What follows belongs to an exercise in optimizing a design on an open flow for small area; a production flow would make more cautious choices.
No functional check of the RTL was part of this run.
Power and IR drop assume default switching activity.

==> design.v <==
package rf_pkg;
  localparam int XLEN_DEF  = 32;
  localparam int NREGS_DEF = 32;
  localparam int AW_DEF    = $clog2(NREGS_DEF);
  typedef logic [AW_DEF-1:0]   reg_addr_t;
  typedef logic [XLEN_DEF-1:0] xword_t;
  localparam reg_addr_t REG_ZERO = '0;
endpackage
module rf_read_port
#(
  parameter int XLEN  = rf_pkg::XLEN_DEF,
  parameter int NREGS = rf_pkg::NREGS_DEF,
  parameter int AW    = $clog2(NREGS)
) (
  input  logic [(NREGS-1)*XLEN-1:0] vis_i,
  input  logic [NREGS-1:0]      busy_i,
  input  logic [AW-1:0]         rs_addr_i,
  output logic [XLEN-1:0]       rs_data_o,
  output logic                  rs_busy_o
);
  logic [NREGS-1:0] sel;
  always_comb begin
    sel[0] = 1'b0;
    for (int r = 1; r < NREGS; r++) begin
      sel[r] = (rs_addr_i == AW'(r));
    end
  end
  for (genvar b = 0; b < XLEN; b++) begin : g_bit
    rf_sel31 u_sel (
      .s_i (sel[NREGS-1:1]),
      .d_i (vis_i[b*(NREGS-1) +: NREGS-1]),
      .y_o (rs_data_o[b])
    );
  end
  assign rs_busy_o = |(sel & busy_i);
endmodule
module rf_sel31 (
  input  logic [30:0] s_i,
  input  logic [30:0] d_i,
  output logic        y_o
);
  logic [10:0] g_n;
  logic [2:0]  p;
  for (genvar g = 0; g < 10; g++) begin : g_aoi
    rf_aoi222 u_aoi (
      .a0(s_i[3*g]),   .b0(d_i[3*g]),
      .a1(s_i[3*g+1]), .b1(d_i[3*g+1]),
      .a2(s_i[3*g+2]), .b2(d_i[3*g+2]),
      .y (g_n[g])
    );
  end
  rf_nand2 u_t0 (.a(s_i[30]), .b(d_i[30]), .y(g_n[10]));
  rf_nand4 u_n0 (.a(g_n[0]), .b(g_n[1]), .c(g_n[2]), .d(g_n[3]), .y(p[0]));
  rf_nand4 u_n1 (.a(g_n[4]), .b(g_n[5]), .c(g_n[6]), .d(g_n[7]), .y(p[1]));
  rf_nand3 u_n2 (.a(g_n[8]), .b(g_n[9]), .c(g_n[10]),            .y(p[2]));
  rf_or3   u_o  (.a(p[0]),   .b(p[1]),   .c(p[2]),               .y(y_o));
endmodule
module rf_aoi222 (
  input  logic a0, b0, a1, b1, a2, b2,
  output logic y
);
  assign y = ~((a0 & b0) | (a1 & b1) | (a2 & b2));
endmodule
module rf_or3 (
  input  logic a, b, c,
  output logic y
);
  assign y = a | b | c;
endmodule
module rf_nand2 (
  input  logic a, b,
  output logic y
);
  assign y = ~(a & b);
endmodule
module rf_nand3 (
  input  logic a, b, c,
  output logic y
);
  assign y = ~(a & b & c);
endmodule
module rf_nand4 (
  input  logic a, b, c, d,
  output logic y
);
  assign y = ~(a & b & c & d);
endmodule
module reg_file_sb
#(
  parameter int  XLEN  = rf_pkg::XLEN_DEF,
  parameter int  NREGS = rf_pkg::NREGS_DEF,
  parameter int  NRD   = 2,
  localparam int AW    = $clog2(NREGS)
) (
  input  logic                clk,
  input  logic                rst_n,
  input  logic [NRD*AW-1:0]   rs_addr,
  input  logic [NRD-1:0]      rs_used,
  output logic [NRD*XLEN-1:0] rs_data,
  output logic [NRD-1:0]      rs_busy,
  output logic                stall,
  input  logic                wr_en,
  input  logic [AW-1:0]       wr_addr,
  input  logic [XLEN-1:0]     wr_data,
  input  logic                iss_en,
  input  logic [AW-1:0]       iss_rd,
  input  logic                flush
);
  logic [XLEN-1:0]       rf_q [1:NREGS-1];
  logic [XLEN-1:0]       rf_d [1:NREGS-1];
  logic [NREGS-1:1]      we;
  logic [NREGS-1:1]      keep;
  logic [NREGS-1:1]      valid_q;
  logic [NREGS-1:1]      busy_q;
  logic [NREGS-1:1]      busy_d;
  logic [(NREGS-1)*XLEN-1:0] vis_flat;
  logic [NREGS-1:0]      busy_vis;
  always_comb begin
    for (int r = 1; r < NREGS; r++) begin
      we[r] = wr_en && rst_n && (wr_addr == AW'(r));
    end
  end
  assign keep = valid_q & ~we;
  for (genvar r = 1; r < NREGS; r++) begin : g_word
    rf_hold #(.XLEN(XLEN)) u_hold (
      .we_i   (we[r]),
      .keep_i (keep[r]),
      .wd_i   (wr_data),
      .q_i    (rf_q[r]),
      .d_o    (rf_d[r])
    );
  end
  always_ff @(posedge clk) begin
    for (int r = 1; r < NREGS; r++) begin
      rf_q[r] <= rf_d[r];
    end
  end
  always_ff @(posedge clk or negedge rst_n) begin
    if (!rst_n) begin
      valid_q <= '0;
    end else begin
      valid_q <= valid_q | we;
    end
  end
  always_comb begin
    for (int r = 1; r < NREGS; r++) begin
      busy_d[r] = (busy_q[r] & ~we[r] & ~flush) | (iss_en && (iss_rd == AW'(r)));
    end
  end
  always_ff @(posedge clk or negedge rst_n) begin
    if (!rst_n) begin
      busy_q <= '0;
    end else begin
      busy_q <= busy_d;
    end
  end
  assign busy_vis = {busy_q & ~we, 1'b0};
  for (genvar r = 1; r < NREGS; r++) begin : g_flat
    for (genvar b = 0; b < XLEN; b++) begin : g_b
      assign vis_flat[b*(NREGS-1) + r-1] = rf_d[r][b];
    end
  end
  for (genvar i = 0; i < NRD; i++) begin : g_rd
    rf_read_port #(
      .XLEN  (XLEN),
      .NREGS (NREGS),
      .AW    (AW)
    ) u_rd (
      .vis_i     (vis_flat),
      .busy_i    (busy_vis),
      .rs_addr_i (rs_addr[i*AW +: AW]),
      .rs_data_o (rs_data[i*XLEN +: XLEN]),
      .rs_busy_o (rs_busy[i])
    );
  end
  assign stall = |(rs_used & rs_busy);
endmodule
module rf_hold
#(
  parameter int XLEN = rf_pkg::XLEN_DEF
) (
  input  logic            we_i,
  input  logic            keep_i,
  input  logic [XLEN-1:0] wd_i,
  input  logic [XLEN-1:0] q_i,
  output logic [XLEN-1:0] d_o
);
  assign d_o = (wd_i & {XLEN{we_i}}) | (q_i & {XLEN{keep_i}});
endmodule
==> flow/run.sh <==
#!/bin/bash
# The standard ORFS layout (the standard.sh, its own synthesis unchanged)
# with two settings changed:
#  - the port buffers are the smallest buffer cell, not a delay buffer;
#  - clock tree: clkbuf_16 buffers, larger sink clusters, no dummy loads.
# Each tool's log stays under orfs/logs/; make's output goes to standard.log.
set -euo pipefail
bash standard.sh \
  BUFFER_PORTS_ARGS="-buffer_cell sky130_fd_sc_hd__buf_1" \
  CTS_ARGS="-sink_clustering_enable -repair_clock_nets -dont_use_dummy_load -buf_list sky130_fd_sc_hd__clkbuf_16 -sink_clustering_size 28 -sink_clustering_max_diameter 100" \
  finish > standard.log 2>&1
==> standard.sh <==
#!/bin/bash
# synth_recipe.tcl (not shown) runs the flow's synth.tcl, then flattens the netlist and writes it again
# the make line also repeats each setting of config.mk as NAME=value (left out here)
make -C /OpenROAD-flow-scripts/flow DESIGN_CONFIG=/design/flow/config.mk WORK_HOME=/design/flow/orfs CLKGATE_MAP_FILE= SYNTH_SCRIPT=/design/flow/synth_recipe.tcl "${@:-finish}"
==> config.mk <==
export PLATFORM = sky130hd
export DESIGN_NAME = reg_file_sb
export DESIGN_NICKNAME = reg_file_sb
export VERILOG_FILES = /design/flow/design.v
export SDC_FILE = /design/flow/constraint.sdc
export NUM_CORES = 4
export LEC_CHECK = 0
export CAP_MARGIN = 5
export CORE_MARGIN = 2
export CORE_UTILIZATION = 50
export SLEW_MARGIN = 5
export SYNTH_HIERARCHICAL = 1
==> constraint.sdc <==
create_clock -name core_clock -period 6.0 [get_ports {clk}]
set_input_delay 1.2000 -clock core_clock [delete_from_list [all_inputs] [get_ports {clk}]]
set_output_delay 1.2000 -clock core_clock [all_outputs]
set_load 0.01 [all_outputs]
==> flow_summary.json <==
{
  "antenna_found_initial": 12,
  "setup_tns_ns": 0,
  "worstPathArrival_ns": 4.72,
  "grt_pass1_wl_um": 298600,
  "yosysWarnings": 11,
  "gp_congestion": 0.9775,
  "die_w_um": 298.0,
  "vias": 42751,
  "viasPerCell": 8.598,
  "required_ns": 4.80,
  "fmax_ghz": 0.1690,
  "grt-ovfl-total": 0,
  "fillers": 7414,
  "wire_per_inst_um": 43.71,
  "num_rows": 107,
  "clock_sinks": 1054,
  "h-tree-depth": 2,
  "reg2reg_to": "rf_q[11][3]$_DFF_P_",
  "vdd_drop_max_v": 0.0002401,
  "worstSetupPathType": "input pin to output port",
  "dieArea_um2": 88800,
  "register_area_um2": 21410,
  "die_y_um": 298.0,
  "worst_hold_path_type": "input pin to async pin",
  "insertion_delay_ns": 0.68,
  "cts_tree": "built",
  "cp-start-kind": "input pin",
  "multi_input_comb_area_um2": 19900,
  "synth_cells": 3665,
  "cts-root-buf": "clkbuf_16",
  "hpwlAfterDp_um": 127100,
  "fin_nets": 3882,
  "status": "no timing/DRC/antenna violations",
  "hold_buffers": 0,
  "drc_errors": 0,
  "rsz0062_at_grt": "no",
  "grt_max_degree": 37,
  "syn_area_um2": 43210,
  "initial_core_util_pct": 50.59,
  "cts_setup_buffers": 0,
  "slew_headroom_pct": 12.10,
  "cap_viol_max_count": 0,
  "p_per_area_nw_per_um2": 265.4,
  "drt-initial-drc-count": 9947,
  "r2r_cells": 3,
  "grt_pass1_vias": 40623,
  "reg2reg_from": "valid_q[11]$_DFF_PN0_",
  "maxSlewViolCount": 0,
  "clk_path_buf_depth": 3,
  "min_period_over_period_pct": 98.60,
  "antenna_left": 0,
  "routed_wl_um": 217300,
  "power.leakage_nw": 17.17,
  "drtPass1Iterations": 15,
  "rrSetupSlack_ns": 3.92,
  "period_needed_ns": 5.916,
  "path_clk_slew_ns": 0.12,
  "coreArea_um2": 85410,
  "io_pins": 126,
  "setup_viol": 0,
  "skew_ns": 0.05314,
  "worst_pin_slew_ns": 1.317,
  "path_max_fanout": 32,
  "post_cts_resized": 0,
  "syn_avg_cell_area_um2": 11.79,
  "preCtsSetupSlack_ns": 0.1617,
  "worst_setup_path_end_kind": "output port",
  "worst_slack_ns": 0.08383,
  "grt_use_total_pct": 46.17,
  "drive_gt1_share_pct": 12.38,
  "syn_nets": 3724,
  "hold_viol_final": 0,
  "syn_to_final_growth_pct": 7.867,
  "port_buffers": 125,
  "cts_made_buffers": 44
}
per-layer routing:
| metal | global-route usage (%) | share of wire [%] | vias to the layer above |
|---|---|---|---|
| li1 | - | - | 16375 |
| met5 | 2.868 | 0.19 | - |
| met4 | 32.35 | 8.2 | 21 |
| met1 | 56.81 | 35 | 20751 |
| met2 | 62.81 | 39 | 4529 |
| met3 | 21.84 | 17 | 1075 |
per-stage QoR:
stage | instances | hold slack (ns) | total power [mW] | utilization (%) | cell area [um^2]
6_report | 4972 | 0.3984 | 12.37 | 54.57 | 46610
5_1_grt | 4965 | 0.4110 | 12.51 | 54.55 | 46600
4_1_cts | 4965 | 0.4148 | 12.17 | 54.55 | 46590
3_5_place_dp | 4921 | 0.4440 | 8.758 | 53.26 | 45490
3_3_place_gp | 4921 | 0.4414 | 8.726 | 53.26 | 45490
2_1_floorplan | 3665 | 0.4248 | 8.026 | - | 43210
cells in the final DEF, fill, tap and decap left out, types with 7 or more instances in the layout:
| cell type | n |
|---|---|
| dfrtp_1 | 62 |
| a222oi_1 | 640 |
| nand4_1 | 136 |
| nor3_2 | 16 |
| dfxtp_1 | 992 |
| nand3b_1 | 8 |
| clkbuf_2 | 11 |
| nand2b_1 | 31 |
| a22o_1 | 933 |
| diode_2 | 7 |
| nand4b_1 | 8 |
| buf_12 | 36 |
| nor2b_4 | 15 |
| nor2b_1 | 10 |
| nand2_1 | 85 |
| buf_4 | 181 |
| or2_2 | 16 |
| a22o_2 | 62 |
| and2_2 | 11 |
| o22ai_1 | 32 |
| or3_1 | 68 |
| nor2_4 | 54 |
| clkbuf_16 | 44 |
| inv_1 | 46 |
| o21ai_0 | 26 |
| nor2_1 | 13 |
| buf_1 | 113 |
| nand3_1 | 82 |
layout make-up:
type	count	share of cell area, %
timing repair buffer	342	5.505
clock buffer	44	2.362
tap	1144	3.071
inverter	49	0.3946
antenna	7	0.03758
multi-input combinational	2332	42.70
sequential	1054	45.93
power breakdown:
| group | internal, mW | switching, mW | leakage (nW) |
|---|---|---|---|
| clock | 1.33 | 2.30 | 0.542 |
| sequential | 7.09 | 0.0323 | 8.81 |
| combinational | 0.272 | 1.36 | 7.82 |
worst max path at each step:
stage | cells past startpoint | from | slack (ns) | endpoint
2_1_floorplan | 7 | rs_addr[3] | 0.25 | rs_data[0]
3_3_place_gp | 10 | wr_addr[3] | 0.34 | rs_data[34]
3_5_place_dp | 10 | wr_addr[3] | 0.16 | rs_data[34]
4_1_cts | 10 | wr_addr[3] | 0.16 | rs_data[34]
5_1_grt | 11 | wr_addr[1] | 0.01 | rs_data[0]
6_report | 11 | wr_addr[1] | 0.08 | rs_data[0]
worst max-delay path, stage by stage:
cell       delay, ns
buf_1           0.18
buf_4           0.23
nand4bb_1       0.40
or2_2           0.42
and2_1          0.16
buf_4           0.36
a22o_2          0.36
a222oi_1        0.34
nand3_1         0.39
or3_1           0.47
buf_1           0.17
state kept, by name, summed over array words and instances (netlist names):
| register | flops |
|---|---|
| busy_q | 31 |
| valid_q | 31 |
| rf_q | 992 |

## static timing again, ports no longer ideal
No port has a modelled driver above. Below, the same layout with a new extraction and two added sets of constraints.
Step 1: set_driving_cell puts a clkbuf_16 on clk and a buf_2 on each other input, an assumption about the parent block.
Step 2 moves the port delays by t, midway between the first and last clock arrival at a register: inputs arrive t later, outputs are due t later. That takes back most of the time a late clock gives input paths.
Slacks: ideal ports / drivers / drivers and shift; pairs: ideal ports / drivers.
t (ns): 0.720
slack for setup (ns): 0.084 / 0.058 / 0.058
latest minus earliest clock arrival (ns): 0.055 / 0.055
worst data-port slew with drivers (ns): 0.14
After both steps this run still meets setup and hold. The setup slack of this run moves by -0.026 ns with the drivers and by -0.026 ns with both steps.
